From an optimization exercise on the open Yosys and OpenROAD flow, aimed at small area; shortcuts taken in it are not production practice. The RTL was checked by simulation tests, not by an equivalence proof against the original design. Power is estimated from default activity; no workload was simulated.

==> flow/config.mk <==
export PLATFORM = sky130hd
export DESIGN_NAME = rtfCmdRx
export DESIGN_NICKNAME = rtfCmdRx
export VERILOG_FILES = /design/flow/design.v
export SDC_FILE = /design/flow/constraint.sdc
export NUM_CORES = 4
export LEC_CHECK = 0
export CAP_MARGIN = 20
export CORE_MARGIN = 2
export CORE_UTILIZATION = 45
export PLACE_DENSITY = 0.6
export SLEW_MARGIN = 20
==> flow/constraint.sdc <==
create_clock -name core_clock -period 8.0 [get_ports {PHY_RXCLK}]
set_input_delay 1.6000 -clock core_clock [delete_from_list [all_inputs] [get_ports {PHY_RXCLK}]]
set_output_delay 1.6000 -clock core_clock [all_outputs]
set_load 0.01 [all_outputs]
==> flow/design.v <==
package ethFramePkg;
   localparam logic [7:0] PREAMBLE_BYTE = 8'h55;
   localparam logic [7:0] SFD_BYTE = 8'hD5;
   localparam logic [47:0] BOARD_MAC = 48'h0080_55ec_0078;
   localparam logic [15:0] ETHERTYPE_IPV4 = 16'h0800;
   localparam logic [7:0] IP_PROTO_UDP = 8'h11;
   localparam logic [31:0] BOARD_IP = {8'd192, 8'd168, 8'd46, 8'd120};
   localparam logic [15:0] CMD_PORT = 16'd2007;
   localparam int FRAME_IDX_W = 7;
   localparam logic [FRAME_IDX_W-1:0] OFS_ETHERTYPE = 7'd12;
   localparam logic [FRAME_IDX_W-1:0] OFS_PROTO = 7'd23;
   localparam logic [FRAME_IDX_W-1:0] OFS_DST_IP = 7'd30;
   localparam logic [FRAME_IDX_W-1:0] OFS_DST_PORT = 7'd36;
   localparam logic [FRAME_IDX_W-1:0] OFS_CMD = 7'd42;
   localparam logic [31:0] CRC_INIT = 32'hFFFF_FFFF;
   localparam logic [31:0] CRC_POLY = 32'h04C1_1DB7;
   localparam logic [31:0] CRC_RESIDUE = 32'hC704_DD7B;
   localparam int CRC_BYTES = 4;
endpackage
package regCmdPkg;
   localparam logic [6:0] REG_COUNT = 7'd64;
   localparam int REG_IDX_W = 6;
   localparam int ADDR_W = 36;
   localparam int DATA_W = 64;
   localparam int DATA_BYTES = DATA_W / 8;
   localparam logic [7:0] MAX_READ_WORDS = 8'd8;
   localparam int REPLY_DEPTH = 16;
   localparam int REPLY_PTR_W = $clog2(REPLY_DEPTH);
   localparam int REPLY_CREDITS = 4;
   localparam int CREDIT_W = $clog2(REPLY_CREDITS + 1);
   localparam int CMD_HDR_BYTES = 10;
   localparam int FLAG_WRITE = 0;
   typedef logic [ADDR_W-1:0] regAddrT;
   typedef logic [DATA_W-1:0] regDataT;
   typedef union packed {
      logic [CMD_HDR_BYTES-1:0][7:0] byteView;
      struct packed {
         logic [8*CMD_HDR_BYTES-ADDR_W-17:0] unused;
         regAddrT addr;
         logic [7:0] count;
         logic [7:0] flags;
      } fieldView;
   } cmdHeaderU;
endpackage
import ethFramePkg::*;
module gmiiFrameRx
(
   input  logic                   PHY_RXCLK,
   input  logic                   rst,
   input  logic [7:0]             PHY_RXD,
   input  logic                   PHY_RXCTL_RXDV,
   input  logic                   PHY_RXER,
   output logic [7:0]             frameByte,
   output logic                   byteValid,
   output logic [FRAME_IDX_W-1:0] byteIdx,
   output logic                   frameStart,
   output logic                   frameEnd,
   output logic                   frameErr
);
   logic inPreamble;
   logic inBody;
   logic [FRAME_IDX_W-1:0] nextIdx;
   always_ff @(posedge PHY_RXCLK)
   begin
      if (rst)
      begin
         inPreamble <= 1'b0;
         inBody <= 1'b0;
         byteValid <= 1'b0;
         frameStart <= 1'b0;
         frameEnd <= 1'b0;
         frameErr <= 1'b0;
      end
      else
      begin
         byteValid <= 1'b0;
         frameStart <= 1'b0;
         frameEnd <= 1'b0;
         if (inBody)
         begin
            if (PHY_RXCTL_RXDV)
            begin
               byteValid <= 1'b1;
               frameErr <= frameErr | PHY_RXER;
            end
            else
            begin
               inBody <= 1'b0;
               frameEnd <= 1'b1;
            end
         end
         else if (inPreamble && PHY_RXCTL_RXDV && PHY_RXD == SFD_BYTE)
         begin
            inPreamble <= 1'b0;
            inBody <= 1'b1;
            frameStart <= 1'b1;
            frameErr <= PHY_RXER;
         end
         else
            inPreamble <= PHY_RXCTL_RXDV && PHY_RXD == PREAMBLE_BYTE;
      end
   end
   always_ff @(posedge PHY_RXCLK)
   begin
      if (inBody && PHY_RXCTL_RXDV)
      begin
         frameByte <= PHY_RXD;
         byteIdx <= nextIdx;
         if (nextIdx != '1)
            nextIdx <= nextIdx + 1'b1;
      end
      else if (!inBody)
         nextIdx <= '0;
   end
endmodule
import ethFramePkg::*;
module ethCrcCheck
(
   input  logic       PHY_RXCLK,
   input  logic       rst,
   input  logic [7:0] frameByte,
   input  logic       byteValid,
   input  logic       frameStart,
   input  logic       frameEnd,
   output logic       crcOk
);
   logic [31:0] crcReg;
   function automatic logic [31:0] crcNext(input logic [31:0] crc, input logic [7:0] data);
      logic [31:0] c;
      c = crc;
      for (int i = 0; i < 8; i++)
      begin
         if (c[31] ^ data[i])
            c = {c[30:0], 1'b0} ^ CRC_POLY;
         else
            c = {c[30:0], 1'b0};
      end
      crcNext = c;
   endfunction
   always_ff @(posedge PHY_RXCLK)
   begin
      if (rst)
         crcReg <= CRC_INIT;
      else if (frameStart)
         crcReg <= CRC_INIT;
      else if (byteValid)
         crcReg <= crcNext(crcReg, frameByte);
   end
   assign crcOk = frameEnd && crcReg == CRC_RESIDUE;
endmodule
import ethFramePkg::*;
import regCmdPkg::*;
module udpCmdParser
(
   input  logic                   PHY_RXCLK,
   input  logic                   rst,
   input  logic [7:0]             frameByte,
   input  logic                   byteValid,
   input  logic [FRAME_IDX_W-1:0] byteIdx,
   input  logic                   frameStart,
   input  logic                   frameEnd,
   input  logic                   frameErr,
   input  logic                   crcOk,
   input  logic                   regBusy,
   output logic                   cmdValid,
   output logic                   cmdWrite,
   output logic [ADDR_W-1:0]                cmdAddr,
   output logic [7:0]             cmdCount,
   output logic [DATA_W-1:0]                cmdData
);
   logic [0:5][7:0] macBytes;
   logic [0:1][7:0] typeBytes;
   logic [0:3][7:0] ipBytes;
   logic [0:1][7:0] portBytes;
   logic [FRAME_IDX_W-1:0] relType;
   logic [FRAME_IDX_W-1:0] relIp;
   logic [FRAME_IDX_W-1:0] relPort;
   logic [FRAME_IDX_W-1:0] relCmd;
   logic [FRAME_IDX_W-1:0] relData;
   logic [7:0] expByte;
   logic expCheck;
   logic matchOk;
   logic [FRAME_IDX_W-1:0] lastIdx;
   logic [FRAME_IDX_W-1:0] minLast;
   logic countOk;
   logic [8*CMD_HDR_BYTES-1:0] cmdHdr;
   logic [DATA_W-1:0] dataWord;
   assign macBytes = BOARD_MAC;
   assign typeBytes = ETHERTYPE_IPV4;
   assign ipBytes = BOARD_IP;
   assign portBytes = CMD_PORT;
   assign relType = byteIdx - OFS_ETHERTYPE;
   assign relIp = byteIdx - OFS_DST_IP;
   assign relPort = byteIdx - OFS_DST_PORT;
   assign relCmd = byteIdx - OFS_CMD;
   assign relData = relCmd - FRAME_IDX_W'(CMD_HDR_BYTES);
   always_comb
   begin
      expCheck = 1'b1;
      expByte = 8'h00;
      if (byteIdx <= 7'd5)
         expByte = macBytes[byteIdx[2:0]];
      else if (relType < 7'd2)
         expByte = typeBytes[relType[0]];
      else if (byteIdx == OFS_PROTO)
         expByte = IP_PROTO_UDP;
      else if (relIp < 7'd4)
         expByte = ipBytes[relIp[1:0]];
      else if (relPort < 7'd2)
         expByte = portBytes[relPort[0]];
      else
         expCheck = 1'b0;
   end
   assign cmdWrite = cmdHdr[FLAG_WRITE];
   assign cmdAddr = cmdHdr[ADDR_W+15:16];
   assign cmdCount = cmdHdr[15:8];
   assign cmdData = dataWord;
   assign minLast = cmdWrite ?
      OFS_CMD + FRAME_IDX_W'(CMD_HDR_BYTES + DATA_BYTES + CRC_BYTES - 1) :
      OFS_CMD + FRAME_IDX_W'(CMD_HDR_BYTES + CRC_BYTES - 1);
   assign countOk = cmdWrite ? cmdCount == 8'd1 :
      cmdCount != 8'd0 && cmdCount <= MAX_READ_WORDS;
   always_ff @(posedge PHY_RXCLK)
   begin
      if (rst)
      begin
         matchOk <= 1'b0;
         cmdValid <= 1'b0;
      end
      else
      begin
         cmdValid <= frameEnd && matchOk && crcOk && !frameErr &&
            lastIdx >= minLast && countOk && !regBusy;
         if (frameStart)
            matchOk <= 1'b1;
         else if (byteValid && expCheck && frameByte != expByte)
            matchOk <= 1'b0;
      end
   end
   always_ff @(posedge PHY_RXCLK)
   begin
      if (byteValid)
      begin
         lastIdx <= byteIdx;
         if (relCmd < FRAME_IDX_W'(CMD_HDR_BYTES))
            cmdHdr <= {frameByte, cmdHdr[8*CMD_HDR_BYTES-1:8]};
         else if (relData < FRAME_IDX_W'(DATA_BYTES))
            dataWord <= {frameByte, dataWord[DATA_W-1:8]};
      end
   end
endmodule
import regCmdPkg::*;
module regBank
(
   input  logic       PHY_RXCLK,
   input  logic       rst,
   input  logic       cmdValid,
   input  logic       cmdWrite,
   input  logic [ADDR_W-1:0]    cmdAddr,
   input  logic [7:0] cmdCount,
   input  logic [DATA_W-1:0]    cmdData,
   input  logic       queueFull,
   output logic       regBusy,
   output logic       pushValid,
   output logic [ADDR_W-1:0]    pushAddr,
   output logic [DATA_W-1:0]    pushData
);
   logic [DATA_W-1:0] regMem [REG_COUNT];
   logic [ADDR_W-1:0] burstAddr;
   logic [7:0] burstLeft;
   function automatic logic inRange(input logic [ADDR_W-1:0] addr);
      inRange = addr[ADDR_W-1:REG_IDX_W] == '0;
   endfunction
   assign pushValid = regBusy && !queueFull;
   assign pushAddr = burstAddr;
   assign pushData = inRange(burstAddr) ? regMem[burstAddr[REG_IDX_W-1:0]] : '0;
   always_ff @(posedge PHY_RXCLK)
   begin
      if (rst)
      begin
         for (int i = 0; i < REG_COUNT; i++)
            regMem[i] <= '0;
         regBusy <= 1'b0;
      end
      else
      begin
         if (cmdValid && cmdWrite && inRange(cmdAddr))
            regMem[cmdAddr[REG_IDX_W-1:0]] <= cmdData;
         if (cmdValid && !cmdWrite)
            regBusy <= 1'b1;
         else if (pushValid && burstLeft == 8'd1)
            regBusy <= 1'b0;
      end
   end
   always_ff @(posedge PHY_RXCLK)
   begin
      if (cmdValid && !cmdWrite)
      begin
         burstAddr <= cmdAddr;
         burstLeft <= cmdCount;
      end
      else if (pushValid)
      begin
         burstAddr <= burstAddr + 1'b1;
         burstLeft <= burstLeft - 1'b1;
      end
   end
endmodule
import regCmdPkg::*;
module replyCreditQueue
(
   input  logic    PHY_RXCLK,
   input  logic    rst,
   input  logic    pushValid,
   input  logic [ADDR_W-1:0] pushAddr,
   input  logic [DATA_W-1:0] pushData,
   output logic    queueFull,
   input  logic    replyCredit,
   output logic    replyValid,
   output logic [ADDR_W-1:0] replyAddr,
   output logic [DATA_W-1:0] replyData
);
   logic [ADDR_W-1:0] addrMem [REPLY_DEPTH];
   logic [DATA_W-1:0] dataMem [REPLY_DEPTH];
   logic [REPLY_PTR_W-1:0] wrPtr;
   logic [REPLY_PTR_W-1:0] rdPtr;
   logic [REPLY_PTR_W:0] fillCnt;
   logic [CREDIT_W-1:0] creditCnt;
   logic pushEn;
   assign queueFull = fillCnt[REPLY_PTR_W];
   assign pushEn = pushValid && !queueFull;
   assign replyValid = fillCnt != '0 && creditCnt != '0;
   assign replyAddr = addrMem[rdPtr];
   assign replyData = dataMem[rdPtr];
   always_ff @(posedge PHY_RXCLK)
   begin
      if (pushEn)
      begin
         addrMem[wrPtr] <= pushAddr;
         dataMem[wrPtr] <= pushData;
      end
   end
   always_ff @(posedge PHY_RXCLK)
   begin
      if (rst)
      begin
         wrPtr <= '0;
         rdPtr <= '0;
         fillCnt <= '0;
         creditCnt <= CREDIT_W'(REPLY_CREDITS);
      end
      else
      begin
         if (pushEn)
            wrPtr <= wrPtr + 1'b1;
         if (replyValid)
            rdPtr <= rdPtr + 1'b1;
         fillCnt <= fillCnt + (REPLY_PTR_W+1)'(pushEn) - (REPLY_PTR_W+1)'(replyValid);
         creditCnt <= creditCnt + CREDIT_W'(replyCredit) - CREDIT_W'(replyValid);
      end
   end
endmodule
import ethFramePkg::*;
import regCmdPkg::*;
module rtfCmdRx
(
   input  logic       PHY_RXCLK,
   input  logic       rst,
   input  logic [7:0] PHY_RXD,
   input  logic       PHY_RXCTL_RXDV,
   input  logic       PHY_RXER,
   input  logic       replyCredit,
   output logic       replyValid,
   output logic [ADDR_W-1:0]    replyAddr,
   output logic [DATA_W-1:0]    replyData
);
   logic [7:0] frameByte;
   logic byteValid;
   logic [FRAME_IDX_W-1:0] byteIdx;
   logic frameStart;
   logic frameEnd;
   logic frameErr;
   logic crcOk;
   logic cmdValid;
   logic cmdWrite;
   logic [ADDR_W-1:0] cmdAddr;
   logic [7:0] cmdCount;
   logic [DATA_W-1:0] cmdData;
   logic regBusy;
   logic pushValid;
   logic [ADDR_W-1:0] pushAddr;
   logic [DATA_W-1:0] pushData;
   logic queueFull;
   gmiiFrameRx gmiiFrameRx_i
   (
      .PHY_RXCLK(PHY_RXCLK),
      .rst(rst),
      .PHY_RXD(PHY_RXD),
      .PHY_RXCTL_RXDV(PHY_RXCTL_RXDV),
      .PHY_RXER(PHY_RXER),
      .frameByte(frameByte),
      .byteValid(byteValid),
      .byteIdx(byteIdx),
      .frameStart(frameStart),
      .frameEnd(frameEnd),
      .frameErr(frameErr)
   );
   ethCrcCheck ethCrcCheck_i
   (
      .PHY_RXCLK(PHY_RXCLK),
      .rst(rst),
      .frameByte(frameByte),
      .byteValid(byteValid),
      .frameStart(frameStart),
      .frameEnd(frameEnd),
      .crcOk(crcOk)
   );
   udpCmdParser udpCmdParser_i
   (
      .PHY_RXCLK(PHY_RXCLK),
      .rst(rst),
      .frameByte(frameByte),
      .byteValid(byteValid),
      .byteIdx(byteIdx),
      .frameStart(frameStart),
      .frameEnd(frameEnd),
      .frameErr(frameErr),
      .crcOk(crcOk),
      .regBusy(regBusy),
      .cmdValid(cmdValid),
      .cmdWrite(cmdWrite),
      .cmdAddr(cmdAddr),
      .cmdCount(cmdCount),
      .cmdData(cmdData)
   );
   regBank regBank_i
   (
      .PHY_RXCLK(PHY_RXCLK),
      .rst(rst),
      .cmdValid(cmdValid),
      .cmdWrite(cmdWrite),
      .cmdAddr(cmdAddr),
      .cmdCount(cmdCount),
      .cmdData(cmdData),
      .queueFull(queueFull),
      .regBusy(regBusy),
      .pushValid(pushValid),
      .pushAddr(pushAddr),
      .pushData(pushData)
   );
   replyCreditQueue replyCreditQueue_i
   (
      .PHY_RXCLK(PHY_RXCLK),
      .rst(rst),
      .pushValid(pushValid),
      .pushAddr(pushAddr),
      .pushData(pushData),
      .queueFull(queueFull),
      .replyCredit(replyCredit),
      .replyValid(replyValid),
      .replyAddr(replyAddr),
      .replyData(replyData)
   );
endmodule
==> flow/run.sh <==
#!/bin/bash
# synth_recipe.tcl (not shown) runs the flow's synth.tcl, then flattens the netlist and writes it again
# the make line also repeats each setting of config.mk as NAME=value (left out here)
make -C /OpenROAD-flow-scripts/flow DESIGN_CONFIG=/design/flow/config.mk WORK_HOME=/design/flow/orfs CLKGATE_MAP_FILE= SYNTH_SCRIPT=/design/flow/synth_recipe.tcl finish
==> results.txt <==
[through the flow]
stage	util	cell area [µm²]
4_1_cts	0.502	286000
2_1_floorplan	-	257000
3_3_place_gp	0.468	266000
3_5_place_dp	0.468	266000
5_1_grt	0.503	286000
6_report	0.503	286000
[layer usage]
metal / GRT usage / wire [µm]
met1: 0.342 / 291000
met2: 0.380 / 332000
met3: 0.0410 / 53400
met4: 0.0450 / 12800
met5: 0 / 216
[cell families (layout without fill, tap and decap cells)]
group	after synthesis	in the layout	share of synthesized area
xor gates and xnor gates	136	136	0.00477
AOI/OAI and AO/OA	136	136	0.00316
buffers and inverters	1393	1631	0.0207
other	0	20	0
and+or+nand+nor	4657	4657	0.111
DFF	5973	5973	0.696
adders and majority gates	33	33	0.00167
muxes	1855	1855	0.162
[layout by cell type (no fill, tap or decap), types with 62 or more instances in the layout]
cell	instances
clkinv_2	97
mux4_2	1844
or2_4	64
clkinv_1	147
nor2b_1	64
nor2_4	76
clkdlybuf4s50_1	112
nand2_1	155
and2_1	4100
nor2_1	62
clkbuf_16	639
edfxtp_1	5906
xnor2_1	83
buf_4	292
clkbuf_1	160
o21ai_0	77
[sequential cells by signal (all words and copies together), names as in the netlist, 3 cells and up, named ones only]
name	cells
ethCrcCheck_i.crcReg	32
gmiiFrameRx_i.byteIdx	7
gmiiFrameRx_i.frameByte	8
gmiiFrameRx_i.nextIdx	7
regBank_i.burstAddr	36
regBank_i.burstLeft	8
regBank_i.regMem	4096
replyCreditQueue_i.addrMem	576
replyCreditQueue_i.creditCnt	3
replyCreditQueue_i.dataMem	1024
replyCreditQueue_i.fillCnt	5
replyCreditQueue_i.rdPtr	4
replyCreditQueue_i.wrPtr	4
udpCmdParser_i.cmdHdr	73
udpCmdParser_i.dataWord	64
udpCmdParser_i.lastIdx	7
[final timing paths]
| check | start | depth (start not counted) | to |
|---|---|---|---|
| worst max-delay path | flop | 4 | replyData[51] |
| worst min-delay path | udpCmdParser_i.cmdHdr[79]$_DFFE_PP_ | 0 | udpCmdParser_i.cmdHdr[71]$_DFFE_PP_ |
| worst max register to register | udpCmdParser_i.cmdHdr[0]$_DFFE_PP_ | 9 | regBank_i.regMem[58][32]$_SDFFCE_PN0P_ |
| worst min register to register | udpCmdParser_i.cmdHdr[79]$_DFFE_PP_ | 0 | udpCmdParser_i.cmdHdr[71]$_DFFE_PP_ |
[power by group through the flow]
stage | clock network [W] | logic (W) | registers [W]
global placement | 0 | 0.00511 | 0.0363
finish | 0.0282 | 0.00504 | 0.0356
global route | 0.0298 | 0.00533 | 0.0357
floorplan | 0 | 0.00333 | 0.0361
CTS | 0.0286 | 0.00513 | 0.0356
detailed placement | 0 | 0.00512 | 0.0363
[final cells by class]
type | count | area, µm² | share of cell area
Sequential cell | 5973 | 179000 | 0.626
Clock inverter | 333 | 2890 | 0.0101
Antenna cell | 20 | 50.0 | 0.000175
Inverter | 35 | 131 | 0.000460
Timing Repair Buffer | 458 | 4440 | 0.0155
Clock buffer | 805 | 16700 | 0.0584
Tap cell | 7533 | 9430 | 0.0330
Multi-Input combinational cell | 6817 | 73400 | 0.257
==> results.txt <==
status=no timing/DRC/antenna violations; Final Hold Fails=0; placed cell count=20.8k; first-pass GRT wire length=982000 µm; antenna violations before repair=87; non-filler cells, final=22.0k; Post-Syn Instances=14.2k; vias per cell=5.82; largest area contributor in the netlist=edfxtp_1; CP most frequent cell=mux4_2; Total Routed Length=690000 µm; min-delay worst type=flop to flop; Final HPWL DP=391000 µm; crit path launch type=flop; most frequent cell after synthesis=edfxtp_1; top post-synthesis cells by area=edfxtp_1, mux4_2, and2_1, clkbuf_1, dfxtp_1; Die X=759 µm; CTS tree=yes; sequential-to-total area share from yosys stat=0.696; Data required, critical path=6400 ps; CTS Sinks=5973; crit path buf inv count=2; Rel. slew slack=0.258; #FFs+latches synth=5973; DR iter-0 viols=15.1k; H-tree Lvls=6; vias in the first global route=129k; fillers=45.4k; Post-CTS Setup Bufs=0; Post-Route Setup TNS=0 ps; final hold slack=417 ps; Synth top area share=0.691; DIE HEIGHT=759 µm; Pleak=93.4 nW; Slowest cell on crit path=dfxtp_4; P_int=0.0537 W; Final Skew=61.0 ps; Syn Area/Cell=18.1 µm²; # hold bufs at CTS=0; DIE AREA=576000 µm²; Initial Util=0.451; clock latency (worst-skew pair)=1110 ps; nets=14.0k; crit path cell chain=buf_4 -> mux4_2 -> mux4_2 -> clkdlybuf4s50_1; Commonest cells post-synth=edfxtp_1, and2_1, mux4_2, clkbuf_1, buf_1; Peak VDD IR=0.228 mV; critical path arrival=4440 ps; Final Max Slew Viols=0; Layout Area Growth over Synthesis=11.4%; CTS Buf Count=625; drt wl/cell=31.4 µm; clock slew at reported path FFs=60 ps; Power Dens Cells=241 nW/µm²; Seq pwr share=0.517; IO buf count=113; YS warnings=5; FMAX=166 MHz; grt ovf=0; sw power=0.0152 W; Post-DRT Antenna Nets=0; post-place setup slack=1750 ps; shortest period the worst path allows=6040 ps; Clk pwr share=0.410; final period utilization=0.755; CP peak stage delay=920 ps; Post-synth EDFFs=5906; final setup fails=0; Unique masters post-synth=66; Post-CTS Resized=0; ys flop type=edfxtp_1; crit path capture type=primary output; largest net degree at the start of global routing=139; Site Rows=277; total number of vias=128k; total power after layout=0.0689 W; Pre-antenna DRT Iters=6; Slew @ Worst Pin=1110 ps; share of layout cells above drive strength 1=0.222; all-layer global routing usage=0.236; I/O pins=114; delay-heaviest family, CP=buffers and inverters; fin worst setup slack=1960 ps; core area=568000 µm²; combinational fraction of design power=0.073; unrepaired setup endpoints after global routing=no; Clock Tree Buf Depth=4; worst-path maximum fanout=37; asr flop ratio synth=0; Sw Ratio=0.221; internal reg-to-reg setup slack=2920 ps; DRC violations left=0; syn_nets=14.2k; Clock Root Buffer=clkbuf_16; synthesized area=257000 µm²; # Max-Cap Violations=0; WS Path Type=flop to primary output; GP Congestion=0.804

-- re-timing with driven ports --
In the flow no input, the clock included, has a driving cell. The finished layout below was timed again as built, in two steps.
Step 1 (the two cells are an assumption about what drives the block):
set clk [get_ports {PHY_RXCLK}]
set_driving_cell -lib_cell sky130_fd_sc_hd__clkbuf_16 $clk
set_driving_cell -lib_cell sky130_fd_sc_hd__buf_2 [delete_from_list [all_inputs] $clk]
Step 2 adds t to the input delays and takes it off the output delays; t is the mean of the earliest and latest rising clock arrival at the registers after step 1. Input paths then give back, and output paths get back, about the clock's delay inside the block.
Slacks: no drivers / after step 1 / after step 2; pairs: no drivers / after step 1.
t (ns): 1.196
setup WS [ns]: 1.958 / 1.836 / 1.730
latest minus earliest clock arrival (ns): 0.061 / 0.061
worst register clock-pin slew, ns: 0.07 / 0.07
After both steps setup and hold are still met in this run. For this run, drivers alone change the setup slack by -0.122 ns; drivers and shift together by -0.228 ns.
